Context: an optimization exercise on an open-source flow, tuned for small area, a short achievable clock period and few clock cycles per item. The choices shown serve that exercise and are no tape-out recipe.
Function was not checked in any run shown here: the RTL went through the layout flow alone.

File: flow/constraint.sdc
create_clock -name core_clock -period 10.0 [get_ports {clk}]
set_input_delay 2.0000 -clock core_clock [delete_from_list [all_inputs] [get_ports {clk}]]
set_output_delay 2.0000 -clock core_clock [all_outputs]
set_load 0.01 [all_outputs]
File: flow/config.mk
export PLATFORM = sky130hd
export DESIGN_NAME = elgamal32_sign_verify_unit
export DESIGN_NICKNAME = elgamal32_sign_verify_unit
export VERILOG_FILES = /design/flow/design.v
export SDC_FILE = /design/flow/constraint.sdc
export NUM_CORES = 4
export LEC_CHECK = 0
export CAP_MARGIN = 20
export CORE_MARGIN = 2
export CORE_UTILIZATION = 40
export SETUP_SLACK_MARGIN = 5
export SLEW_MARGIN = 20
File: flow/design.v
`default_nettype none
package elg_pkg;
  localparam int WORD_BITS = 32;
  localparam logic CMD_SIGN   = 1'b0;
  localparam logic CMD_VERIFY = 1'b1;
  localparam logic [1:0] REG_MODULUS   = 2'd0;
  localparam logic [1:0] REG_GENERATOR = 2'd1;
  localparam logic [1:0] REG_SECRET    = 2'd2;
  localparam logic [1:0] REG_PUBLIC    = 2'd3;
endpackage
`default_nettype wire
`default_nettype none
module elg_mod_unit (
  input  wire logic        abit,
  input  wire logic [31:0] r,
  input  wire logic [31:0] b,
  input  wire logic [31:0] m,
  output logic      [31:0] r_next
);
  logic [34:0] x1;
  logic [34:0] y;
  logic [34:0] z1;
  logic [34:0] z2;
  logic [34:0] v;
  logic [34:0] s1;
  logic [34:0] c1;
  logic [34:0] s2;
  logic [34:0] c2;
  logic [34:0] d1;
  logic [34:0] d2;
  always_comb begin
    y  = abit ? {3'b000, b} : 35'd0;
    x1 = {2'b00, r, 1'b1};             
    z1 = {3'b111, ~m};                 
    z2 = {2'b11, ~m, 1'b1};            
    v  = {2'b00, r, 1'b0} + y;
    s1 = x1 ^ y ^ z1;
    c1 = (x1 & y) | (x1 & z1) | (y & z1);
    s2 = x1 ^ y ^ z2;
    c2 = (x1 & y) | (x1 & z2) | (y & z2);
    d1 = s1 + {c1[33:0], 1'b0};        
    d2 = s2 + {c2[33:0], 1'b0};        
    if (!d2[34]) begin
      r_next = d2[31:0];
    end else if (!d1[34]) begin
      r_next = d1[31:0];
    end else begin
      r_next = v[31:0];
    end
  end
endmodule
module elg_mont_step (
  input  wire logic [1:0]  d,
  input  wire logic [33:0] t,
  input  wire logic [32:0] b,
  input  wire logic [31:0] p,
  output logic      [33:0] t_next
);
  logic [35:0] tt, x0, x1, y0, y1;
  logic [35:0] s1, m1, s2, m2, s3, m3, sum;
  logic [1:0]  w;
  logic [1:0]  q;
  always_comb begin
    tt = {2'b00, t};
    x0 = d[0] ? {3'b000, b} : 36'd0;
    x1 = d[1] ? {2'b00, b, 1'b0} : 36'd0;
    w  = t[1:0] + x0[1:0] + x1[1:0];
    q  = p[1] ? w : (2'd0 - w);
    y0 = q[0] ? {4'b0000, p} : 36'd0;
    y1 = q[1] ? {3'b000, p, 1'b0} : 36'd0;
    s1 = tt ^ x0 ^ x1;
    m1 = (tt & x0) | (tt & x1) | (x0 & x1);
    s2 = s1 ^ {m1[34:0], 1'b0} ^ y0;
    m2 = (s1 & {m1[34:0], 1'b0}) | (s1 & y0) | ({m1[34:0], 1'b0} & y0);
    s3 = s2 ^ {m2[34:0], 1'b0} ^ y1;
    m3 = (s2 & {m2[34:0], 1'b0}) | (s2 & y1) | ({m2[34:0], 1'b0} & y1);
    sum = s3 + {m3[34:0], 1'b0};
    t_next = sum[35:2];
  end
endmodule
`default_nettype wire
`default_nettype none
module elgamal32_sign_verify_unit (
  input  wire logic                          clk,
  input  wire logic                          rst,
  input  wire logic                          psel,
  input  wire logic                          penable,
  input  wire logic                          pwrite,
  input  wire logic [3:0]                    paddr,
  input  wire logic [31:0]                   pwdata,
  output logic [31:0]                        prdata,
  output logic                               pready,
  input  wire logic                          req_valid,
  output logic                               req_stall,
  input  wire logic [128:0]                  req_word,
  output logic                               rsp_valid,
  input  wire logic                          rsp_stall,
  output logic [65:0]                        rsp_word
);
  typedef enum logic [5:0] {
    ST_IDLE, ST_ACC, ST_OUT,
    ST_EX_FETCH, ST_EX_DEC, ST_EX_SQ, ST_EX_MUL, ST_EX_END, ST_EX_CVT, ST_EX_FIX,
    ST_SG_GRED, ST_SG_A, ST_SG_KRED, ST_EU_CHK, ST_EU_ALN, ST_EU_SUB, ST_EU_SWP, ST_EU_NEG,
    ST_SG_HR0, ST_SG_HRED, ST_SG_U, ST_SG_T1, ST_SG_T2, ST_SG_S0, ST_SG_S, ST_SG_FIN,
    ST_VF_HRED, ST_VF_ARED, ST_VF_HA, ST_VF_L, ST_VF_GRED, ST_VF_CMP
  } state_t;
  logic        req_cmd;
  logic [31:0] req_hash;
  logic [31:0] req_k;
  logic [31:0] req_ain;
  logic [31:0] req_bin;
  assign req_cmd  = req_word[128];
  assign req_hash = req_word[127:96];
  assign req_k    = req_word[95:64];
  assign req_ain  = req_word[63:32];
  assign req_bin  = req_word[31:0];
  logic [31:0] p, g, x, h;
  logic [31:0] prdata_q;
  logic        cfg_wr;
  logic        p_small;
  logic        mont;
  assign cfg_wr  = psel & penable & pwrite;
  assign p_small = (p[31:1] == 31'd0);
  assign mont    = p[0];
  assign pready  = 1'b1;
  assign prdata  = prdata_q;
  always_ff @(posedge clk) begin
    if (rst) begin
      p <= 32'd2;
      g <= 32'd1;
      x <= 32'd0;
      h <= 32'd1;
    end else if (cfg_wr) begin
      case (paddr[3:2])
        elg_pkg::REG_MODULUS:   p <= pwdata;
        elg_pkg::REG_GENERATOR: g <= pwdata;
        elg_pkg::REG_SECRET:    x <= pwdata;
        default:                h <= pwdata;
      endcase
    end
  end
  always_ff @(posedge clk) begin
    case (paddr[3:2])
      elg_pkg::REG_MODULUS:   prdata_q <= p;
      elg_pkg::REG_GENERATOR: prdata_q <= g;
      elg_pkg::REG_SECRET:    prdata_q <= x;
      default:                prdata_q <= h;
    endcase
  end
  state_t      state, state_n;
  logic [33:0] R, R_n;       
  logic [33:0] A, A_n;       
  logic [32:0] B, B_n;       
  logic [31:0] M, M_n;       
  logic [31:0] V1, V1_n;     
  logic [31:0] V2, V2_n;     
  logic [32:0] V3, V3_n;     
  logic        gbusy, gbusy_n;
  logic        mm, mm_n;     
  logic [6:0]  gcnt, gcnt_n;
  logic [4:0]  ei, ei_n;     
  logic        one, one_n;   
  logic        shamir, shamir_n;
  logic        isvf, isvf_n;
  logic [4:0]  j, j_n;       
  logic        neg, neg_n;   
  logic        tb, tb_n;     
  logic        se, se_n;
  logic        vf, vf_n;
  logic        stall_q, stall_n;
  logic        rv_q, rv_n;
  logic        eb1, eb2;     
  logic [31:0] r_next;
  logic [33:0] t_next;
  logic [33:0] un;           
  logic        glast;
  logic        gl;           
  logic        gm;           
  logic        gmm;          
  logic [6:0]  gc;           
  elg_mod_unit u_mod (
    .abit   (A[31]),
    .r      (R[31:0]),
    .b      (B[31:0]),
    .m      (M),
    .r_next (r_next)
  );
  elg_mont_step u_mont (
    .d      (A[1:0]),
    .t      (R),
    .b      (B),
    .p      (p),
    .t_next (t_next)
  );
  assign un    = mm ? t_next : {2'b00, r_next};
  assign glast = gbusy & (gcnt == 7'd0);
  logic [31:0] f1, f2;
  always_comb begin
    if (!isvf)       f1 = req_k;
    else if (shamir) f1 = req_ain;
    else             f1 = req_hash;
    f2 = shamir ? req_bin : 32'd0;
  end
  always_ff @(posedge clk) begin
    eb1 <= f1[ei];
    eb2 <= f2[ei];
  end
  logic [32:0] base;
  always_comb begin
    if (eb2) base = eb1 ? V3 : {1'b0, V2};
    else     base = {1'b0, V1};
  end
  logic [31:0] sopd, aopd;
  logic [32:0] eu_sub;
  logic [31:0] eu_add;
  always_comb begin
    case (state)
      ST_EU_ALN: sopd = {A[30:0], 1'b0};
      ST_SG_T1:  sopd = R[31:0];
      ST_EU_NEG: sopd = B[31:0];
      default:   sopd = A[31:0];
    endcase
    aopd   = (state == ST_SG_T2) ? M : B[31:0];
    eu_sub = {1'b0, V1} - {1'b0, sopd};
    eu_add = R[31:0] + aopd;
  end
  typedef enum logic [2:0] {R_HOLD, R_STEP, R_ZERO, R_BASE, R_ONE, R_B, R_ADD, R_SUB} rsel_t;
  typedef enum logic [2:0] {A_HOLD, A_STEP, A_SHR, A_EXT, A_R, A_UN, A_V1, A_V3} asel_t;
  typedef enum logic [2:0] {B_HOLD, B_SHL, B_SHR, B_ONE, B_R, B_UN, B_V2, B_BASE} bsel_t;
  typedef enum logic [2:0] {V1_HOLD, V1_UN, V1_M, V1_SUB, V1_A} v1sel_t;
  typedef enum logic [1:0] {V2_HOLD, V2_UN, V2_R, V2_ZERO} v2sel_t;
  typedef enum logic [2:0] {V3_HOLD, V3_UN, V3_R, V3_ZERO, V3_B, V3_SUB} v3sel_t;
  typedef enum logic [2:0] {E_G, E_H, E_X, E_K, E_HASH, E_AIN} esel_t;
  rsel_t  rs;
  asel_t  as;
  bsel_t  bs;
  v1sel_t v1s;
  v2sel_t v2s;
  v3sel_t v3s;
  esel_t  es;
  logic [31:0] ext;
  logic [6:0]  cvt_cnt;      
  assign cvt_cnt = mont ? 7'd65 : 7'd31;
  always_comb begin
    state_n  = state;
    rs       = R_HOLD;
    as       = A_HOLD;
    bs       = B_HOLD;
    v1s      = V1_HOLD;
    v2s      = V2_HOLD;
    v3s      = V3_HOLD;
    es       = E_G;
    gm       = 1'b0;
    gmm      = 1'b0;
    gc       = 7'd31;
    gbusy_n  = gbusy;
    gcnt_n   = gcnt;
    ei_n     = ei;
    one_n    = one;
    shamir_n = shamir;
    isvf_n   = isvf;
    j_n      = j;
    neg_n    = neg;
    tb_n     = tb;
    se_n     = se;
    vf_n     = vf;
    stall_n  = 1'b1;
    rv_n     = rv_q;
    gl       = 1'b0;
    if (gbusy) begin
      rs     = R_STEP;
      as     = A_STEP;
      gcnt_n = gcnt - 7'd1;
      if (gcnt == 7'd0) gbusy_n = 1'b0;
    end
    case (state)
      ST_IDLE: begin
        if (req_valid) begin
          isvf_n = req_cmd;
          if (p_small) begin
            v2s     = V2_ZERO;
            rs      = R_ZERO;
            se_n    = ~req_cmd;
            vf_n    = 1'b0;
            stall_n = 1'b0;
            state_n = ST_ACC;
          end else if (req_cmd == elg_pkg::CMD_SIGN) begin
            gl = 1'b1; as = A_EXT; es = E_G; bs = B_ONE; gc = cvt_cnt;
            state_n = ST_SG_GRED;
          end else begin
            gl = 1'b1; as = A_EXT; es = E_H; bs = B_ONE; gc = cvt_cnt;
            state_n = ST_VF_HRED;
          end
        end
      end
      ST_ACC: begin
        if (req_valid) begin
          rv_n    = 1'b1;
          state_n = ST_OUT;
        end else begin
          state_n = ST_IDLE;
        end
      end
      ST_OUT: begin
        if (!rsp_stall) begin
          rv_n    = 1'b0;
          state_n = ST_IDLE;
        end
      end
      ST_EX_FETCH: state_n = ST_EX_DEC;
      ST_EX_DEC: begin
        if (one) begin
          if (eb1 | eb2) begin
            rs    = R_BASE;
            one_n = 1'b0;
          end
          if (ei == 5'd0) begin
            state_n = ST_EX_END;
          end else begin
            ei_n    = ei - 5'd1;
            state_n = ST_EX_FETCH;
          end
        end else begin
          gl = 1'b1; as = A_R; bs = B_R; gmm = mont; gc = mont ? 7'd16 : 7'd31;
          state_n = ST_EX_SQ;
        end
      end
      ST_EX_SQ: begin
        if (glast) begin
          if (eb1 | eb2) begin
            gl = 1'b1; as = A_UN; bs = B_BASE; gmm = mont; gc = mont ? 7'd16 : 7'd31;
            state_n = ST_EX_MUL;
          end else if (ei == 5'd0) begin
            state_n = ST_EX_END;
          end else begin
            gl = 1'b1; as = A_UN; bs = B_UN; gmm = mont; gc = mont ? 7'd16 : 7'd31;
            ei_n    = ei - 5'd1;
            state_n = ST_EX_SQ;
          end
        end
      end
      ST_EX_MUL: begin
        if (glast) begin
          if (ei == 5'd0) begin
            state_n = ST_EX_END;
          end else begin
            gl = 1'b1; as = A_UN; bs = B_UN; gmm = mont; gc = mont ? 7'd16 : 7'd31;
            ei_n    = ei - 5'd1;
            state_n = ST_EX_SQ;
          end
        end
      end
      ST_EX_END: begin
        if (one) begin
          rs = R_ONE;
          state_n = ST_EX_FIX;
        end else if (mont) begin
          gl = 1'b1; as = A_R; bs = B_ONE; gmm = 1'b1; gc = 7'd16;
          state_n = ST_EX_CVT;
        end else begin
          state_n = ST_EX_FIX;
        end
      end
      ST_EX_CVT: begin
        if (glast) state_n = ST_EX_FIX;
      end
      ST_EX_FIX: begin
        if (R == {2'b00, p}) rs = R_ZERO;
        if (!isvf)       state_n = ST_SG_A;
        else if (shamir) state_n = ST_VF_L;
        else             state_n = ST_VF_CMP;
      end
      ST_SG_GRED: begin
        if (glast) begin
          v1s      = V1_UN;
          ei_n     = 5'd31;
          one_n    = 1'b1;
          shamir_n = 1'b0;
          state_n  = ST_EX_FETCH;
        end
      end
      ST_SG_A: begin
        v2s = V2_R;
        gl = 1'b1; as = A_EXT; es = E_K; bs = B_ONE; gm = 1'b1;
        state_n = ST_SG_KRED;
      end
      ST_SG_KRED: begin
        if (glast) begin
          v1s     = V1_M;
          as      = A_UN;
          rs      = R_ZERO;
          bs      = B_ONE;
          j_n     = 5'd0;
          neg_n   = 1'b0;
          state_n = ST_EU_CHK;
        end
      end
      ST_EU_CHK: begin
        if (A[31:0] == 32'd0) begin
          v3s     = V3_ZERO;
          state_n = ST_SG_HR0;
        end else if (A[31:0] == 32'd1) begin
          if (neg) begin
            v1s     = V1_M;
            state_n = ST_EU_NEG;
          end else begin
            v3s     = V3_B;
            state_n = ST_SG_HR0;
          end
        end else begin
          state_n = ST_EU_ALN;
        end
      end
      ST_EU_ALN: begin
        if (!A[31] && !eu_sub[32]) begin
          as  = A_STEP;
          bs  = B_SHL;
          j_n = j + 5'd1;
        end else begin
          state_n = ST_EU_SUB;
        end
      end
      ST_EU_SUB: begin
        if (!eu_sub[32]) begin
          v1s = V1_SUB;
          rs  = R_ADD;
        end
        if (j == 5'd0) begin
          state_n = ST_EU_SWP;
        end else begin
          as  = A_SHR;
          bs  = B_SHR;
          j_n = j - 5'd1;
        end
      end
      ST_EU_SWP: begin
        v1s     = V1_A;
        as      = A_V1;
        rs      = R_B;
        bs      = B_R;
        neg_n   = ~neg;
        state_n = ST_EU_CHK;
      end
      ST_EU_NEG: begin
        v3s     = V3_SUB;
        state_n = ST_SG_HR0;
      end
      ST_SG_HR0: begin
        gl = 1'b1; as = A_EXT; es = E_HASH; bs = B_ONE; gm = 1'b1;
        state_n = ST_SG_HRED;
      end
      ST_SG_HRED: begin
        if (glast) begin
          v1s = V1_UN;
          gl = 1'b1; as = A_EXT; es = E_X; bs = B_V2; gm = 1'b1;
          state_n = ST_SG_U;
        end
      end
      ST_SG_U: begin
        if (glast) state_n = ST_SG_T1;
      end
      ST_SG_T1: begin
        rs      = R_SUB;
        tb_n    = eu_sub[32];
        state_n = ST_SG_T2;
      end
      ST_SG_T2: begin
        if (tb) rs = R_ADD;
        state_n = ST_SG_S0;
      end
      ST_SG_S0: begin
        gl = 1'b1; as = A_V3; bs = B_R; gm = 1'b1;
        state_n = ST_SG_S;
      end
      ST_SG_S: begin
        if (glast) state_n = ST_SG_FIN;
      end
      ST_SG_FIN: begin
        se_n    = (R[31:0] == 32'd0);
        vf_n    = 1'b0;
        stall_n = 1'b0;
        state_n = ST_ACC;
      end
      ST_VF_HRED: begin
        if (glast) begin
          v1s = V1_UN;
          gl = 1'b1; as = A_EXT; es = E_AIN; bs = B_ONE; gc = cvt_cnt;
          state_n = ST_VF_ARED;
        end
      end
      ST_VF_ARED: begin
        if (glast) begin
          v2s = V2_UN;
          gl = 1'b1; as = A_V1; bs = B_UN; gmm = mont; gc = mont ? 7'd16 : 7'd31;
          state_n = ST_VF_HA;
        end
      end
      ST_VF_HA: begin
        if (glast) begin
          v3s      = V3_UN;
          ei_n     = 5'd31;
          one_n    = 1'b1;
          shamir_n = 1'b1;
          state_n  = ST_EX_FETCH;
        end
      end
      ST_VF_L: begin
        v3s = V3_R;
        gl = 1'b1; as = A_EXT; es = E_G; bs = B_ONE; gc = cvt_cnt;
        state_n = ST_VF_GRED;
      end
      ST_VF_GRED: begin
        if (glast) begin
          v1s      = V1_UN;
          ei_n     = 5'd31;
          one_n    = 1'b1;
          shamir_n = 1'b0;
          state_n  = ST_EX_FETCH;
        end
      end
      ST_VF_CMP: begin
        vf_n    = (R[32:0] == V3);
        se_n    = 1'b0;
        v2s     = V2_ZERO;
        rs      = R_ZERO;
        stall_n = 1'b0;
        state_n = ST_ACC;
      end
      default: state_n = ST_IDLE;
    endcase
    if (gl) begin
      rs      = R_ZERO;
      gbusy_n = 1'b1;
      gcnt_n  = gc;
    end
  end
  always_comb begin
    case (es)
      E_G:     ext = g;
      E_H:     ext = h;
      E_X:     ext = x;
      E_K:     ext = req_k;
      E_HASH:  ext = req_hash;
      default: ext = req_ain;
    endcase
  end
  always_comb begin
    case (rs)
      R_HOLD:  R_n = R;
      R_STEP:  R_n = un;
      R_ZERO:  R_n = 34'd0;
      R_BASE:  R_n = {1'b0, base};
      R_ONE:   R_n = 34'd1;
      R_B:     R_n = {1'b0, B};
      R_ADD:   R_n = {2'b00, eu_add};
      default: R_n = {2'b00, eu_sub[31:0]};
    endcase
    case (as)
      A_HOLD:  A_n = A;
      A_STEP:  A_n = mm ? {2'b00, A[33:2]} : {A[32:0], 1'b0};
      A_SHR:   A_n = {3'b000, A[31:1]};
      A_EXT:   A_n = {2'b00, ext};
      A_R:     A_n = R;
      A_UN:    A_n = un;
      A_V1:    A_n = {2'b00, V1};
      default: A_n = {1'b0, V3};
    endcase
    case (bs)
      B_HOLD:  B_n = B;
      B_SHL:   B_n = {1'b0, B[30:0], 1'b0};
      B_SHR:   B_n = {2'b00, B[31:1]};
      B_ONE:   B_n = 33'd1;
      B_R:     B_n = R[32:0];
      B_UN:    B_n = un[32:0];
      B_V2:    B_n = {1'b0, V2};
      default: B_n = base;
    endcase
    case (v1s)
      V1_UN:   V1_n = un[31:0];
      V1_M:    V1_n = M;
      V1_SUB:  V1_n = eu_sub[31:0];
      V1_A:    V1_n = A[31:0];
      default: V1_n = V1;
    endcase
    case (v2s)
      V2_UN:   V2_n = un[31:0];
      V2_R:    V2_n = R[31:0];
      V2_ZERO: V2_n = 32'd0;
      default: V2_n = V2;
    endcase
    case (v3s)
      V3_UN:   V3_n = un[32:0];
      V3_R:    V3_n = R[32:0];
      V3_ZERO: V3_n = 33'd0;
      V3_B:    V3_n = B;
      V3_SUB:  V3_n = {1'b0, eu_sub[31:0]};
      default: V3_n = V3;
    endcase
    M_n  = gl ? (gm ? (p - 32'd1) : p) : M;
    mm_n = gl ? gmm : mm;
  end
  always_ff @(posedge clk) begin
    R      <= R_n;
    A      <= A_n;
    B      <= B_n;
    M      <= M_n;
    V1     <= V1_n;
    V2     <= V2_n;
    V3     <= V3_n;
    mm     <= mm_n;
    gcnt   <= gcnt_n;
    ei     <= ei_n;
    one    <= one_n;
    shamir <= shamir_n;
    isvf   <= isvf_n;
    j      <= j_n;
    neg    <= neg_n;
    tb     <= tb_n;
    se     <= se_n;
    vf     <= vf_n;
    if (rst) begin
      state   <= ST_IDLE;
      gbusy   <= 1'b0;
      stall_q <= 1'b1;
      rv_q    <= 1'b0;
    end else begin
      state   <= state_n;
      gbusy   <= gbusy_n;
      stall_q <= stall_n;
      rv_q    <= rv_n;
    end
  end
  assign req_stall = stall_q;
  assign rsp_valid = rv_q;
  assign rsp_word  = {V2, R[31:0], se, vf};
endmodule
`default_nettype wire
File: flow/run.sh
#!/bin/bash
# synth_recipe.tcl (not shown) runs the flow's synth.tcl, then flattens the netlist and writes it again
# the make line also repeats each setting of config.mk as NAME=value (left out here)
make -C /OpenROAD-flow-scripts/flow DESIGN_CONFIG=/design/flow/config.mk WORK_HOME=/design/flow/orfs CLKGATE_MAP_FILE= SYNTH_SCRIPT=/design/flow/synth_recipe.tcl finish
==> results of run 1 <==
## area by class of cell
class                   count  area share
repair buffers            651       0.130
well taps                1391      0.0327
inverters                 380      0.0273
clock inverters            17     0.00413
flip-flops and latches    425       0.208
clock buffers              68      0.0277
diodes                      3    0.000141
multi-input cells        3800       0.570
## stage by stage
stage	hold WS (ps)	cells	util
6_report	470	6735	0.508
5_1_grt	491	6732	0.508
4_1_cts	469	6641	0.491
3_5_place_dp	461	6372	0.440
3_3_place_gp	455	6372	0.440
2_1_floorplan	446	5025	-
## flip-flops by register name, indices dropped and copies added, names as in the netlist, 5 cells and up
signal    count
A            34
B            33
M            32
R            34
V1           32
V2           32
V3           33
ei            5
g            32
gcnt          7
h            32
j             5
p            32
prdata_q     32
state         5
x            32
## worst min path at each step
stage,startpoint,to,slack [ps]
final,x[6],x[6],470
after global routing,h[18],h[18],490
after CTS,g[26],g[26],470
after detailed placement,g[20],g[20],460
after global placement,g[26],g[26],450
after floorplan,x[10],x[10],450
## timing repair
| item | in CTS | in global routing |
|---|---|---|
| setup buffers | 155 | 86 |
| endpoints found under the setup margin | 341 | 301 |
| gates cloned | 29 | 5 |
| gates resized for setup | 384 | 218 |
| pin swaps | 133 | 125 |
## layer usage
| layer | routed length, microns | part of all wire | up-vias | GRT usage |
|---|---|---|---|---|
| met2 | 83800 | 0.42 | 3283 | 0.521 |
| met4 | 12200 | 0.061 | 4 | 0.168 |
| met3 | 26900 | 0.14 | 554 | 0.0996 |
| met5 | 22 | 0.00011 | - | 0 |
| li1 | - | - | 18968 | - |
| met1 | 75900 | 0.38 | 21117 | 0.468 |
## logic make-up (layout without fill, tap and decap cells)
| kind of cell | count (synthesis) | count (layout) | share of synthesized area |
|---|---|---|---|
| fa+ha+maj | 367 | 367 | 0.139 |
| flops | 425 | 425 | 0.263 |
| other cells | 1 | 4 | 0.0000891 |
| xor+xnor | 269 | 269 | 0.0560 |
| mux | 199 | 201 | 0.0631 |
| buf+inv | 807 | 1116 | 0.0770 |
| compound gates | 1555 | 1555 | 0.251 |
| simple gates | 1402 | 1407 | 0.151 |
## layout by cell type, fill, tap and decap left out, types with 59 or more instances in the layout
| master | n |
|---|---|
| a21o_1 | 95 |
| a21oi_1 | 409 |
| a222oi_1 | 184 |
| and2_1 | 74 |
| buf_4 | 254 |
| clkbuf_16 | 59 |
| clkdlybuf4s50_1 | 266 |
| dfxtp_1 | 163 |
| edfxtp_1 | 255 |
| fa_1 | 162 |
| ha_1 | 170 |
| inv_1 | 361 |
| mux2i_1 | 106 |
| nand2_1 | 656 |
| nand3_1 | 64 |
| nor2_1 | 227 |
| nor3_1 | 60 |
| o211ai_1 | 126 |
| o21ai_0 | 180 |
| xnor2_1 | 108 |
| xor2_1 | 136 |
## worst register-to-register path, cell delays in order, from the launching register on
cell and delay (ps):
edfxtp_1 470, buf_12 170, and2_4 150, fa_2 570
xnor2_2 110, buf_4 150, xnor2_4 120, buf_12 150
buf_12 120, buf_16 130, nand2_1 90, fa_1 560
inv_1 70, ha_4 270, nand2_1 80, o21ai_2 80
o41ai_2 460, o21a_1 240, a21o_1 210, a21oi_4 110
buf_6 140, a311o_1 350, a21oi_2 190, xnor2_2 110
a221o_1 300
==> metrics.md, run 1 <==
| Metric | Value |
|---|---|
| Cells after Synth | `5025` |
| Main synth FF type | `edfxtp_1` |
| Worst EP arrival | `6050 ps` |
| CTS tree | `done` |
| Synthesized area | `42100 sq um` |
| Total grt overflow | `0` |
| Placed inst area | `46100 sq um` |
| Fin. max-slew vios | `0` |
| First-pass GRT wire length | `282 mm` |
| Clk sink count | `425` |
| # setup viols final | `0` |
| Placer Congestion | `1.01` |
| Footprint of the multi-input gates | `30300 sq um` |
| Initial Util | `0.402` |
| R2r worst-path depth | `24` |
| Hold depth | `2` |
| Crit end category | `flop` |
| Initial antenna violation count | `2` |
| Tightest Hold Check Type | `reg -> reg` |
| Syn_area_per_cell | `8.38 sq um` |
| CTS Hold Buffers Added | `0` |
| Fmax | `176 MHz` |
| Tmin final | `5670 ps` |
| Post-synth ARST share | `0` |
| Num CTS Buffers | `50` |
| Number of port buffers | `269` |
| Clk latency of the worst-skew pair | `640 ps` |
| Top-area cell type share of the netlist area | `0.182` |
| Critical path's largest stage delay | `570 ps` |
| Synth Register Bits | `425` |
| Via count | `43926` |
| Final setup margin | `4330 ps` |
| Maximum fanout along the worst path | `6` |
| RSZ-0062 raised after global routing | `yes` |
| Setup_tns | `0 ps` |
| Chip width | `328 microns` |
| DRT iter0 DRCs | `7544` |
| Status | `no timing/DRC/antenna violations` |
| Delay-heaviest family, CP | `compound AO/OA/AOI/OAI gates` |
| ANT nets after route | `0` |
| Slew HR | `0.169` |
| Layout Skew | `24.2 ps` |
| Total track usage | `0.351` |
| Cell area after layout | `53300 sq um` |
| Post-DP HPWL | `140 mm` |
| # IOs | `273` |
| Most frequent CP cell | `buf_12` |
| Residual DRC | `0` |
| Placement Setup Slack | `3000 ps` |
| Top post-synthesis cells by count | `nand2_1 (694), a21oi_1 (450), inv_1 (376), clkbuf_1 (319), o21ai_0 (256)` |
| Net Count, Synth | `5564` |
| Vias in the first global route | `41144` |
| Routed vias/inst | `6.52` |
| Die Ht | `328 microns` |
| Reg2Reg Setup Slack | `4330 ps` |
| WP depth | `24` |
| Pre-antenna DRT Iters | `14` |
| Avg WL per Cell | `29.5 microns` |
| # Max-Cap Violations | `0` |
| Fin. Hold Viols | `0` |
| Max stage delay cell, worst path | `fa_2` |
| Filler Cell Count | `9773` |
| Critical Path Source | `A[0]` |
| Post-synth EDFFs | `255` |
| Count of cell types in the netlist | `94` |
| Critical path class | `reg -> reg` |
| H-tree levels | `2` |
| Setup crit end | `R[32]` |
| Clk root buf | `clkbuf_16` |
| Bufs and invs on worst path | `7` |
| Worst Path Required | `10380 ps` |
| Largest net degree at the start of global routing | `71` |
| Nets | `5847` |
| Core area | `105000 sq um` |
| Reg-to-reg endpoint | `R[32]` |
| Yosys warning count | `3` |
| Sequential element share of the synthesized area | `0.263` |
| Layout cell share with drive strength beyond 1 | `0.174` |
| Final wirelength | `199 mm` |
| Most common cell in the netlist | `nand2_1` |
| Clk slew on worst S/H paths | `70 ps` |
| Clk buf depth | `3` |
| FF-to-FF Start | `A[0]` |
| CP cell instances | `buf_12 > and2_4 > fa_2 > xnor2_2 > buf_4 > xnor2_4 > buf_12 > buf_12 > buf_16 > nand2_1 > fa_1 > inv_1 > ha_4 > nand2_1 > o21ai_2 > o41ai_2 > o21a_1 > a21o_1 > a21oi_4 > buf_6 > a311o_1 > a21oi_2 > xnor2_2 > a221o_1` |
| Std-Cell Rows | `119` |
| Die area | `108000 sq um` |
| Syn-to-layout area delta | `26.5%` |
| Top post-synthesis cells by area | `edfxtp_1 (18%), dfxtp_1 (8.1%), fa_1 (7.8%), nand2_1 (6.2%), ha_1 (6.0%)` |
| Crit share post-route | `0.567` |
| FF/Latch Area | `11100 sq um` |
| Worst Tran Pin Value | `1250 ps` |
| Startpoint types | `flop` |
| Yosys top cell by area | `edfxtp_1` |
==> run 2: changes to the inputs <==
--- a/flow/design.v
+++ b/flow/design.v
@@ -52,27 +52,31 @@
 module elg_mont_step (
-  input  wire logic [1:0]  d,
-  input  wire logic [33:0] t,
-  input  wire logic [32:0] b,
+  input  wire logic [2:0]  d,       
+  input  wire logic [1:0]  q,       
+  input  wire logic [33:0] t,       
+  input  wire logic [33:0] b,       
   input  wire logic [31:0] p,
-  output logic      [33:0] t_next
+  output logic      [33:0] t_next   
 );
-  logic [35:0] tt, x0, x1, y0, y1;
-  logic [35:0] s1, m1, s2, m2, s3, m3, sum;
-  logic [1:0]  w;
-  logic [1:0]  q;
+  logic [35:0] tt, bb, mag, xr, yr;
+  logic [35:0] s1, m1, sum;
+  logic        xneg;
   always_comb begin
-    tt = {2'b00, t};
-    x0 = d[0] ? {3'b000, b} : 36'd0;
-    x1 = d[1] ? {2'b00, b, 1'b0} : 36'd0;
-    w  = t[1:0] + x0[1:0] + x1[1:0];
-    q  = p[1] ? w : (2'd0 - w);
-    y0 = q[0] ? {4'b0000, p} : 36'd0;
-    y1 = q[1] ? {3'b000, p, 1'b0} : 36'd0;
-    s1 = tt ^ x0 ^ x1;
-    m1 = (tt & x0) | (tt & x1) | (x0 & x1);
-    s2 = s1 ^ {m1[34:0], 1'b0} ^ y0;
-    m2 = (s1 & {m1[34:0], 1'b0}) | (s1 & y0) | ({m1[34:0], 1'b0} & y0);
-    s3 = s2 ^ {m2[34:0], 1'b0} ^ y1;
-    m3 = (s2 & {m2[34:0], 1'b0}) | (s2 & y1) | ({m2[34:0], 1'b0} & y1);
-    sum = s3 + {m3[34:0], 1'b0};
+    tt = {{2{t[33]}}, t};
+    bb = {{2{b[33]}}, b};
+    case (d)
+      3'b001, 3'b010, 3'b101, 3'b110: mag = bb;
+      3'b011, 3'b100:                 mag = {bb[34:0], 1'b0};
+      default:                        mag = 36'd0;
+    endcase
+    xneg = d[2] & ~(d[1] & d[0]);
+    xr   = xneg ? ~mag : mag;
+    case (q)
+      2'd1:    yr = {4'b0000, p};
+      2'd2:    yr = {3'b000, p, 1'b0};
+      2'd3:    yr = ~{4'b0000, p[31:1], 1'b0};   
+      default: yr = 36'd0;
+    endcase
+    s1  = tt ^ xr ^ yr;
+    m1  = (tt & xr) | (tt & yr) | (xr & yr);
+    sum = s1 + {m1[34:0], xneg};
     t_next = sum[35:2];
@@ -80,2 +84,23 @@
 endmodule
+module elg_mont_q (
+  input  wire logic [2:0] d,
+  input  wire logic [1:0] b,
+  input  wire logic [1:0] t,
+  input  wire logic       p1,       
+  output logic      [1:0] q
+);
+  logic [1:0] x;
+  logic       xneg;
+  logic [1:0] w;
+  always_comb begin
+    case (d)
+      3'b001, 3'b010, 3'b101, 3'b110: x = b;
+      3'b011, 3'b100:                 x = {b[0], 1'b0};
+      default:                        x = 2'd0;
+    endcase
+    xneg = d[2] & ~(d[1] & d[0]);
+    w = t + (xneg ? ~x : x) + {1'b0, xneg};
+    q = p1 ? w : (2'd0 - w);
+  end
+endmodule
 `default_nettype wire
@@ -99,9 +124,69 @@
 );
-  typedef enum logic [5:0] {
-    ST_IDLE, ST_ACC, ST_OUT,
-    ST_EX_FETCH, ST_EX_DEC, ST_EX_SQ, ST_EX_MUL, ST_EX_END, ST_EX_CVT, ST_EX_FIX,
-    ST_SG_GRED, ST_SG_A, ST_SG_KRED, ST_EU_CHK, ST_EU_ALN, ST_EU_SUB, ST_EU_SWP, ST_EU_NEG,
-    ST_SG_HR0, ST_SG_HRED, ST_SG_U, ST_SG_T1, ST_SG_T2, ST_SG_S0, ST_SG_S, ST_SG_FIN,
-    ST_VF_HRED, ST_VF_ARED, ST_VF_HA, ST_VF_L, ST_VF_GRED, ST_VF_CMP
-  } state_t;
+  localparam int NS = 33;
+  localparam int I_IDLE = 0;
+  localparam int I_ACC = 1;
+  localparam int I_OUT = 2;
+  localparam int I_EX_FETCH = 3;
+  localparam int I_EX_DEC = 4;
+  localparam int I_EX_SQ = 5;
+  localparam int I_EX_MUL = 6;
+  localparam int I_EX_END = 7;
+  localparam int I_EX_CVT = 8;
+  localparam int I_EX_FIX = 9;
+  localparam int I_SG_GRED = 10;
+  localparam int I_SG_A = 11;
+  localparam int I_SG_KRED = 12;
+  localparam int I_EU_CHK = 13;
+  localparam int I_EU_ALN = 14;
+  localparam int I_EU_SUB = 15;
+  localparam int I_EU_SWP = 16;
+  localparam int I_EU_NEG = 17;
+  localparam int I_SG_HR0 = 18;
+  localparam int I_SG_HRED = 19;
+  localparam int I_SG_U = 20;
+  localparam int I_SG_T1 = 21;
+  localparam int I_SG_T2 = 22;
+  localparam int I_SG_S0 = 23;
+  localparam int I_SG_S = 24;
+  localparam int I_SG_FIN = 25;
+  localparam int I_VF_HRED = 26;
+  localparam int I_VF_ARED = 27;
+  localparam int I_VF_HA0 = 28;
+  localparam int I_VF_HA = 29;
+  localparam int I_VF_L = 30;
+  localparam int I_VF_GRED = 31;
+  localparam int I_VF_CMP = 32;
+  localparam logic [NS-1:0] ST_IDLE = 33'b000000000000000000000000000000001;
+  localparam logic [NS-1:0] ST_ACC = 33'b000000000000000000000000000000010;
+  localparam logic [NS-1:0] ST_OUT = 33'b000000000000000000000000000000100;
+  localparam logic [NS-1:0] ST_EX_FETCH = 33'b000000000000000000000000000001000;
+  localparam logic [NS-1:0] ST_EX_DEC = 33'b000000000000000000000000000010000;
+  localparam logic [NS-1:0] ST_EX_SQ = 33'b000000000000000000000000000100000;
+  localparam logic [NS-1:0] ST_EX_MUL = 33'b000000000000000000000000001000000;
+  localparam logic [NS-1:0] ST_EX_END = 33'b000000000000000000000000010000000;
+  localparam logic [NS-1:0] ST_EX_CVT = 33'b000000000000000000000000100000000;
+  localparam logic [NS-1:0] ST_EX_FIX = 33'b000000000000000000000001000000000;
+  localparam logic [NS-1:0] ST_SG_GRED = 33'b000000000000000000000010000000000;
+  localparam logic [NS-1:0] ST_SG_A = 33'b000000000000000000000100000000000;
+  localparam logic [NS-1:0] ST_SG_KRED = 33'b000000000000000000001000000000000;
+  localparam logic [NS-1:0] ST_EU_CHK = 33'b000000000000000000010000000000000;
+  localparam logic [NS-1:0] ST_EU_ALN = 33'b000000000000000000100000000000000;
+  localparam logic [NS-1:0] ST_EU_SUB = 33'b000000000000000001000000000000000;
+  localparam logic [NS-1:0] ST_EU_SWP = 33'b000000000000000010000000000000000;
+  localparam logic [NS-1:0] ST_EU_NEG = 33'b000000000000000100000000000000000;
+  localparam logic [NS-1:0] ST_SG_HR0 = 33'b000000000000001000000000000000000;
+  localparam logic [NS-1:0] ST_SG_HRED = 33'b000000000000010000000000000000000;
+  localparam logic [NS-1:0] ST_SG_U = 33'b000000000000100000000000000000000;
+  localparam logic [NS-1:0] ST_SG_T1 = 33'b000000000001000000000000000000000;
+  localparam logic [NS-1:0] ST_SG_T2 = 33'b000000000010000000000000000000000;
+  localparam logic [NS-1:0] ST_SG_S0 = 33'b000000000100000000000000000000000;
+  localparam logic [NS-1:0] ST_SG_S = 33'b000000001000000000000000000000000;
+  localparam logic [NS-1:0] ST_SG_FIN = 33'b000000010000000000000000000000000;
+  localparam logic [NS-1:0] ST_VF_HRED = 33'b000000100000000000000000000000000;
+  localparam logic [NS-1:0] ST_VF_ARED = 33'b000001000000000000000000000000000;
+  localparam logic [NS-1:0] ST_VF_HA0 = 33'b000010000000000000000000000000000;
+  localparam logic [NS-1:0] ST_VF_HA = 33'b000100000000000000000000000000000;
+  localparam logic [NS-1:0] ST_VF_L = 33'b001000000000000000000000000000000;
+  localparam logic [NS-1:0] ST_VF_GRED = 33'b010000000000000000000000000000000;
+  localparam logic [NS-1:0] ST_VF_CMP = 33'b100000000000000000000000000000000;
   logic        req_cmd;
@@ -149,6 +234,6 @@
   end
-  state_t      state, state_n;
+  logic [NS-1:0] state, state_n;
   logic [33:0] R, R_n;       
   logic [33:0] A, A_n;       
-  logic [32:0] B, B_n;       
+  logic [33:0] B, B_n;       
   logic [31:0] M, M_n;       
@@ -156,5 +241,8 @@
   logic [31:0] V2, V2_n;     
-  logic [32:0] V3, V3_n;     
+  logic [33:0] V3, V3_n;     
   logic        gbusy, gbusy_n;
   logic        mm, mm_n;     
+  logic [2:0]  md, md_n;     
+  logic [1:0]  mq, mq_n;     
+  logic        glast_n;
   logic [6:0]  gcnt, gcnt_n;
@@ -188,3 +276,4 @@
   elg_mont_step u_mont (
-    .d      (A[1:0]),
+    .d      (md),
+    .q      (mq),
     .t      (R),
@@ -195,3 +284,18 @@
   assign un    = mm ? t_next : {2'b00, r_next};
-  assign glast = gbusy & (gcnt == 7'd0);
+  logic [1:0] q_first, q_next;
+  logic [1:0] a_lo, b_lo;
+  elg_mont_q u_qf (
+    .d  ({a_lo, 1'b0}),
+    .b  (b_lo),
+    .t  (2'b00),
+    .p1 (p[1]),
+    .q  (q_first)
+  );
+  elg_mont_q u_qn (
+    .d  (A[3:1]),
+    .b  (B[1:0]),
+    .t  (t_next[1:0]),
+    .p1 (p[1]),
+    .q  (q_next)
+  );
   logic [31:0] f1, f2;
@@ -207,6 +311,6 @@
   end
-  logic [32:0] base;
+  logic [33:0] base;
   always_comb begin
-    if (eb2) base = eb1 ? V3 : {1'b0, V2};
-    else     base = {1'b0, V1};
+    if (eb2) base = eb1 ? V3 : {2'b00, V2};
+    else     base = {2'b00, V1};
   end
@@ -216,9 +320,9 @@
   always_comb begin
-    case (state)
-      ST_EU_ALN: sopd = {A[30:0], 1'b0};
-      ST_SG_T1:  sopd = R[31:0];
-      ST_EU_NEG: sopd = B[31:0];
+    unique case (1'b1)
+      state[I_EU_ALN]: sopd = {A[30:0], 1'b0};
+      state[I_SG_T1]:  sopd = R[31:0];
+      state[I_EU_NEG]: sopd = B[31:0];
       default:   sopd = A[31:0];
     endcase
-    aopd   = (state == ST_SG_T2) ? M : B[31:0];
+    aopd   = (state[I_SG_T2] || state[I_EX_FIX]) ? M : B[31:0];
     eu_sub = {1'b0, V1} - {1'b0, sopd};
@@ -275,4 +379,4 @@
     end
-    case (state)
-      ST_IDLE: begin
+    unique case (1'b1)
+      state[I_IDLE]: begin
         if (req_valid) begin
@@ -295,3 +399,3 @@
       end
-      ST_ACC: begin
+      state[I_ACC]: begin
         if (req_valid) begin
@@ -303,3 +407,3 @@
       end
-      ST_OUT: begin
+      state[I_OUT]: begin
         if (!rsp_stall) begin
@@ -309,4 +413,4 @@
       end
-      ST_EX_FETCH: state_n = ST_EX_DEC;
-      ST_EX_DEC: begin
+      state[I_EX_FETCH]: state_n = ST_EX_DEC;
+      state[I_EX_DEC]: begin
         if (one) begin
@@ -327,3 +431,3 @@
       end
-      ST_EX_SQ: begin
+      state[I_EX_SQ]: begin
         if (glast) begin
@@ -341,3 +445,3 @@
       end
-      ST_EX_MUL: begin
+      state[I_EX_MUL]: begin
         if (glast) begin
@@ -352,3 +456,3 @@
       end
-      ST_EX_END: begin
+      state[I_EX_END]: begin
         if (one) begin
@@ -363,7 +467,7 @@
       end
-      ST_EX_CVT: begin
+      state[I_EX_CVT]: begin
         if (glast) state_n = ST_EX_FIX;
       end
-      ST_EX_FIX: begin
-        if (R == {2'b00, p}) rs = R_ZERO;
+      state[I_EX_FIX]: begin
+        if (R[33]) rs = R_ADD;
         if (!isvf)       state_n = ST_SG_A;
@@ -372,3 +476,3 @@
       end
-      ST_SG_GRED: begin
+      state[I_SG_GRED]: begin
         if (glast) begin
@@ -381,3 +485,3 @@
       end
-      ST_SG_A: begin
+      state[I_SG_A]: begin
         v2s = V2_R;
@@ -386,3 +490,3 @@
       end
-      ST_SG_KRED: begin
+      state[I_SG_KRED]: begin
         if (glast) begin
@@ -397,3 +501,3 @@
       end
-      ST_EU_CHK: begin
+      state[I_EU_CHK]: begin
         if (A[31:0] == 32'd0) begin
@@ -413,3 +517,3 @@
       end
-      ST_EU_ALN: begin
+      state[I_EU_ALN]: begin
         if (!A[31] && !eu_sub[32]) begin
@@ -422,3 +526,3 @@
       end
-      ST_EU_SUB: begin
+      state[I_EU_SUB]: begin
         if (!eu_sub[32]) begin
@@ -435,3 +539,3 @@
       end
-      ST_EU_SWP: begin
+      state[I_EU_SWP]: begin
         v1s     = V1_A;
@@ -443,3 +547,3 @@
       end
-      ST_EU_NEG: begin
+      state[I_EU_NEG]: begin
         v3s     = V3_SUB;
@@ -447,3 +551,3 @@
       end
-      ST_SG_HR0: begin
+      state[I_SG_HR0]: begin
         gl = 1'b1; as = A_EXT; es = E_HASH; bs = B_ONE; gm = 1'b1;
@@ -451,3 +555,3 @@
       end
-      ST_SG_HRED: begin
+      state[I_SG_HRED]: begin
         if (glast) begin
@@ -458,6 +562,6 @@
       end
-      ST_SG_U: begin
+      state[I_SG_U]: begin
         if (glast) state_n = ST_SG_T1;
       end
-      ST_SG_T1: begin
+      state[I_SG_T1]: begin
         rs      = R_SUB;
@@ -466,3 +570,3 @@
       end
-      ST_SG_T2: begin
+      state[I_SG_T2]: begin
         if (tb) rs = R_ADD;
@@ -470,3 +574,3 @@
       end
-      ST_SG_S0: begin
+      state[I_SG_S0]: begin
         gl = 1'b1; as = A_V3; bs = B_R; gm = 1'b1;
@@ -474,6 +578,6 @@
       end
-      ST_SG_S: begin
+      state[I_SG_S]: begin
         if (glast) state_n = ST_SG_FIN;
       end
-      ST_SG_FIN: begin
+      state[I_SG_FIN]: begin
         se_n    = (R[31:0] == 32'd0);
@@ -483,3 +587,3 @@
       end
-      ST_VF_HRED: begin
+      state[I_VF_HRED]: begin
         if (glast) begin
@@ -490,10 +594,13 @@
       end
-      ST_VF_ARED: begin
+      state[I_VF_ARED]: begin
         if (glast) begin
           v2s = V2_UN;
-          gl = 1'b1; as = A_V1; bs = B_UN; gmm = mont; gc = mont ? 7'd16 : 7'd31;
-          state_n = ST_VF_HA;
+          state_n = ST_VF_HA0;
         end
       end
-      ST_VF_HA: begin
+      state[I_VF_HA0]: begin
+        gl = 1'b1; as = A_V1; bs = B_V2; gmm = mont; gc = mont ? 7'd16 : 7'd31;
+        state_n = ST_VF_HA;
+      end
+      state[I_VF_HA]: begin
         if (glast) begin
@@ -506,3 +613,3 @@
       end
-      ST_VF_L: begin
+      state[I_VF_L]: begin
         v3s = V3_R;
@@ -511,3 +618,3 @@
       end
-      ST_VF_GRED: begin
+      state[I_VF_GRED]: begin
         if (glast) begin
@@ -520,4 +627,4 @@
       end
-      ST_VF_CMP: begin
-        vf_n    = (R[32:0] == V3);
+      state[I_VF_CMP]: begin
+        vf_n    = (R == V3);
         se_n    = 1'b0;
@@ -537,2 +644,17 @@
   always_comb begin
+    if (state[I_EX_SQ] || state[I_EX_MUL]) begin
+      a_lo = t_next[1:0];
+      b_lo = (state[I_EX_SQ] && (eb1 | eb2)) ? base[1:0] : t_next[1:0];
+    end else if (state[I_VF_HA0]) begin
+      a_lo = V1[1:0];
+      b_lo = V2[1:0];
+    end else if (state[I_EX_END]) begin
+      a_lo = R[1:0];
+      b_lo = 2'd1;
+    end else begin
+      a_lo = R[1:0];
+      b_lo = R[1:0];
+    end
+  end
+  always_comb begin
     case (es)
@@ -551,5 +673,5 @@
       R_ZERO:  R_n = 34'd0;
-      R_BASE:  R_n = {1'b0, base};
+      R_BASE:  R_n = base;
       R_ONE:   R_n = 34'd1;
-      R_B:     R_n = {1'b0, B};
+      R_B:     R_n = B;
       R_ADD:   R_n = {2'b00, eu_add};
@@ -559,3 +681,3 @@
       A_HOLD:  A_n = A;
-      A_STEP:  A_n = mm ? {2'b00, A[33:2]} : {A[32:0], 1'b0};
+      A_STEP:  A_n = mm ? {{2{A[33]}}, A[33:2]} : {A[32:0], 1'b0};
       A_SHR:   A_n = {3'b000, A[31:1]};
@@ -565,3 +687,3 @@
       A_V1:    A_n = {2'b00, V1};
-      default: A_n = {1'b0, V3};
+      default: A_n = V3;
     endcase
@@ -569,8 +691,8 @@
       B_HOLD:  B_n = B;
-      B_SHL:   B_n = {1'b0, B[30:0], 1'b0};
-      B_SHR:   B_n = {2'b00, B[31:1]};
-      B_ONE:   B_n = 33'd1;
-      B_R:     B_n = R[32:0];
-      B_UN:    B_n = un[32:0];
-      B_V2:    B_n = {1'b0, V2};
+      B_SHL:   B_n = {2'b00, B[30:0], 1'b0};
+      B_SHR:   B_n = {3'b000, B[31:1]};
+      B_ONE:   B_n = 34'd1;
+      B_R:     B_n = R;
+      B_UN:    B_n = un;
+      B_V2:    B_n = {2'b00, V2};
       default: B_n = base;
@@ -591,7 +713,7 @@
     case (v3s)
-      V3_UN:   V3_n = un[32:0];
-      V3_R:    V3_n = R[32:0];
-      V3_ZERO: V3_n = 33'd0;
+      V3_UN:   V3_n = un;
+      V3_R:    V3_n = R;
+      V3_ZERO: V3_n = 34'd0;
       V3_B:    V3_n = B;
-      V3_SUB:  V3_n = {1'b0, eu_sub[31:0]};
+      V3_SUB:  V3_n = {2'b00, eu_sub[31:0]};
       default: V3_n = V3;
@@ -600,2 +722,5 @@
     mm_n = gl ? gmm : mm;
+    md_n    = gl ? {a_lo, 1'b0} : ((gbusy & mm) ? A[3:1] : md);
+    mq_n    = gl ? q_first : ((gbusy & mm) ? q_next : mq);
+    glast_n = gbusy_n & (gcnt_n == 7'd0);
   end
@@ -610,2 +735,4 @@
     mm     <= mm_n;
+    md     <= md_n;
+    mq     <= mq_n;
     gcnt   <= gcnt_n;
@@ -623,2 +750,3 @@
       gbusy   <= 1'b0;
+      glast   <= 1'b0;
       stall_q <= 1'b1;
@@ -628,2 +756,3 @@
       gbusy   <= gbusy_n;
+      glast   <= glast_n;
       stall_q <= stall_n;
==> run 2 against run 1 <==
Against the previous run:
- flip-flop and latch count rose by 36
- die area rose by 2.6%
- first-iteration DRC count fell by 0.21%
- area after synthesis rose by 2.7%
- global-route usage down 0.49 points
- core utilization shrank 2.5 points
- via count up 3.7%
- critical endpoint is now R[31]
==> metrics.md, run 2 <==
| Metric | Value |
|---|---|
| Top-area cell type share of the netlist area | `0.176 (-0.00543)` |
| Most frequent cells in the layout | `nand2_1 (727), a21oi_1 (482), nor2_1 (386), o21ai_0 (362), inv_1 (308)` |
| Layout cell share with drive strength beyond 1 | `0.128 (-0.0458)` |
| # Max-Cap Violations | `0 (unchanged)` |
| Syn-to-layout area delta | `19.6%` |
| Synth Register Bits | `461 (+8.5%)` |
| Tightest Hold Check Type | `reg -> reg` |
| DRT iter0 DRCs | `7528 (-0.21%)` |
| Worst Path Required | `10360 ps (-20 ps)` |
| R2r worst-path depth | `22 (-8.3%)` |
| Fmax | `201 MHz (+14%)` |
| Std-Cell Rows | `120 (+0.84%)` |
| Pre-antenna DRT Iters | `11 (-3)` |
| Syn_area_per_cell | `8.02 sq um (-4.3%)` |
| Total grt overflow | `0 (unchanged)` |
| Core area | `107000 sq um (+2.1%)` |
| Crit share post-route | `0.498 (-0.0690)` |
| Count of cell types in the netlist | `99 (+5.3%)` |
| Routed vias/inst | `6.52 (about the same)` |
| Nets | `6016 (+2.9%)` |
| Clk sink count | `461 (+8.5%)` |
| Status | `no timing/DRC/antenna violations` |
| Number of port buffers | `269 (unchanged)` |
| GR Util met2 | `0.513 (-0.00770)` |
| RSZ-0062 raised after global routing | `yes` |
| Post-DP HPWL | `150 mm (+7.2%)` |
| Maximum fanout along the worst path | `13 (+7)` |
| Setup_tns | `0 ps (unchanged)` |
| Crit end category | `flop` |
| Clk root buf | `clkbuf_16` |
| Residual DRC | `0 (unchanged)` |
| Synthesized area | `43200 sq um (+2.7%)` |
| Hold depth | `2 (unchanged)` |
| Placer Congestion | `1.02 (+1.1%)` |
| ANT nets after route | `0 (unchanged)` |
| Initial antenna violation count | `4 (+2)` |
| Vias in the first global route | `42048 (+2.2%)` |
| Fin. max-slew vios | `0 (unchanged)` |
| Layout Skew | `32.3 ps (+8.15 ps)` |
| M1 GR Usage | `0.463 (-0.00488)` |
| Most common cell in the netlist | `nand2_1` |
| Slew HR | `0.108 (-0.0613)` |
| Post-synth EDFFs | `254 (-0.39%)` |
| Initial Util | `0.404 (+0.00215)` |
| # setup viols final | `0 (unchanged)` |
| CTS Hold Buffers Added | `0 (unchanged)` |
| Main synth FF type | `edfxtp_1` |
| Net Count, Synth | `5865 (+5.4%)` |
| Clk latency of the worst-skew pair | `640 ps (about the same)` |
| Total track usage | `0.346 (-0.00492)` |
| # IOs | `273 (unchanged)` |
| Yosys top cell by area | `edfxtp_1` |
| Die area | `111000 sq um (+2.6%)` |
| Largest net degree at the start of global routing | `91 (+28%)` |
| First-pass GRT wire length | `287 mm (+1.6%)` |
| Cell area after layout | `51700 sq um (-2.9%)` |
| Met3 Use GR | `0.0982 (-0.00144)` |
| Final wirelength | `203 mm (+2.1%)` |
| Worst EP arrival | `5340 ps (-710 ps)` |
| Clk slew on worst S/H paths | `60 ps (about the same)` |
| Num CTS Buffers | `50 (unchanged)` |
| Yosys warning count | `4 (+1)` |
| Critical path class | `reg -> reg` |
| Top post-synthesis cells by count | `nand2_1 (750), a21oi_1 (511), nor2_1 (403), o21ai_0 (392), clkbuf_1 (338)` |
| Top post-synthesis cells by area | `edfxtp_1 (18%), dfxtp_1 (9.6%), nand2_1 (6.5%), a21oi_1 (5.9%), ha_1 (5.8%)` |
| Post-synth ARST share | `0 (unchanged)` |
| Fin. Hold Viols | `0 (unchanged)` |
| Die Ht | `333 microns (+1.3%)` |
| H-tree levels | `2 (unchanged)` |
| Leading cell type in the layout, fill and taps excluded | `nand2_1` |
| Clk buf depth | `3 (unchanged)` |
| Sequential element share of the synthesized area | `0.272 (+0.00960)` |
| Placed inst area | `46900 sq um (+1.7%)` |
| CTS tree | `done` |
| Worst Tran Pin Value | `1330 ps (+79.7 ps)` |
| Avg WL per Cell | `29.0 microns (-1.6%)` |
| Via count | `45531 (+3.7%)` |
| Chip width | `333 microns (+1.3%)` |
| Most used routing layer | `met2` |
| Startpoint types | `flop` |
| Cells after Synth | `5390 (+7.3%)` |
| Tmin final | `4980 ps (-690 ps)` |
-- run 2: through the flow --
stage / std cells / setup WS (ps) / hold slack [ps] / utilization
2_1_floorplan: 5390 / 5140 / 431 / -
3_3_place_gp: 6737 / 3270 / 455 / 0.438
3_5_place_dp: 6737 / 3170 / 457 / 0.438
4_1_cts: 6883 / 4940 / 470 / 0.466
5_1_grt: 6984 / 4930 / 484 / 0.483
6_report: 6986 / 5020 / 469 / 0.483
-- run 2: repair_timing --
| item | CTS | global route |
|---|---|---|
| pin swaps | 18 | 63 |
| resized for setup | 182 | 176 |
| setup buffers | 47 | 90 |
| endpoints found under the setup margin | 336 | 263 |
| gates cloned | 7 | 9 |
-- run 2: final cells by class --
cell class | instances | area [sq um]
Fill cell | 10453 | 55300
Multi-Input combinational cell | 4170 | 29800
Sequential cell | 461 | 11800
Timing Repair Buffer | 543 | 5460
Tap cell | 1403 | 1760
Clock buffer | 76 | 1490
Inverter | 315 | 1190
Clock inverter | 16 | 189
Antenna cell | 2 | 5.00
-- run 2: final timing paths --
path / start / end / slack (ps)
min reg2reg: h[18] / h[18] / 470
max reg2reg: mq[0] / R[31] / 5020
max: mq[0] / R[31] / 5020
min: h[18] / h[18] / 470
-- run 2: kinds of logic after synthesis --
logic type,Yosys count,share of synthesized area
adders and majority gates,303,0.106
other,1,0.0000868
and+or+nand+nor,1633,0.169
xor gates and xnor gates,263,0.0533
AOI/OAI and AO/OA,1771,0.269
muxes,195,0.0599
DFF,461,0.272
buffers and inverters,763,0.0711
-- run 2: per-layer routing --
metal | up-vias | part of all wire
li1 | 19984 | -
met1 | 21777 | 0.39
met5 | - | 0.000094
met3 | 562 | 0.14
met2 | 3204 | 0.41
met4 | 4 | 0.064
-- run 2: critical path, cell delays in order, from the launching register on --
cell,delay [ps]
edfxtp_1,410
buf_12,180
nor2b_4,150
buf_12,130
buf_16,150
a22oi_2,490
fa_1,510
inv_1,60
ha_1,270
a21oi_2,220
o21ai_2,80
o211ai_1,180
buf_4,150
a211oi_4,50
buf_6,140
buf_12,120
o211ai_1,250
a21boi_2,100
buf_4,160
or4_1,410
and3_4,220
o211ai_1,120
a32oi_1,130

==> what the ideal ports hide <==
The flow's constraints put no driver on any port. The routed layouts listed below were extracted and timed again, unchanged, in two steps.
Step 1 sets driving cells, clkbuf_16 on the clock port and buf_2 on the other inputs (assumed; they add their load-dependent delay and slew).
Step 2 also shifts input and output timing later by t, the mid clock arrival at the registers, as if the neighbouring blocks saw the same clock.
a / b / c = no drivers / after step 1 / after step 2; a / b = the first two.
run	t, ns	setup slack, ns	worst slew at a driven data input, ns
run 1	0.698	4.331 / 4.331 / 4.045	0.07
run 2	0.691	5.021 / 5.021 / 4.716	0.07
After both steps every run listed still meets setup and hold. The setup slack of run 2, which loses most, moves by 0.000 ns with the drivers and by -0.305 ns with both steps.
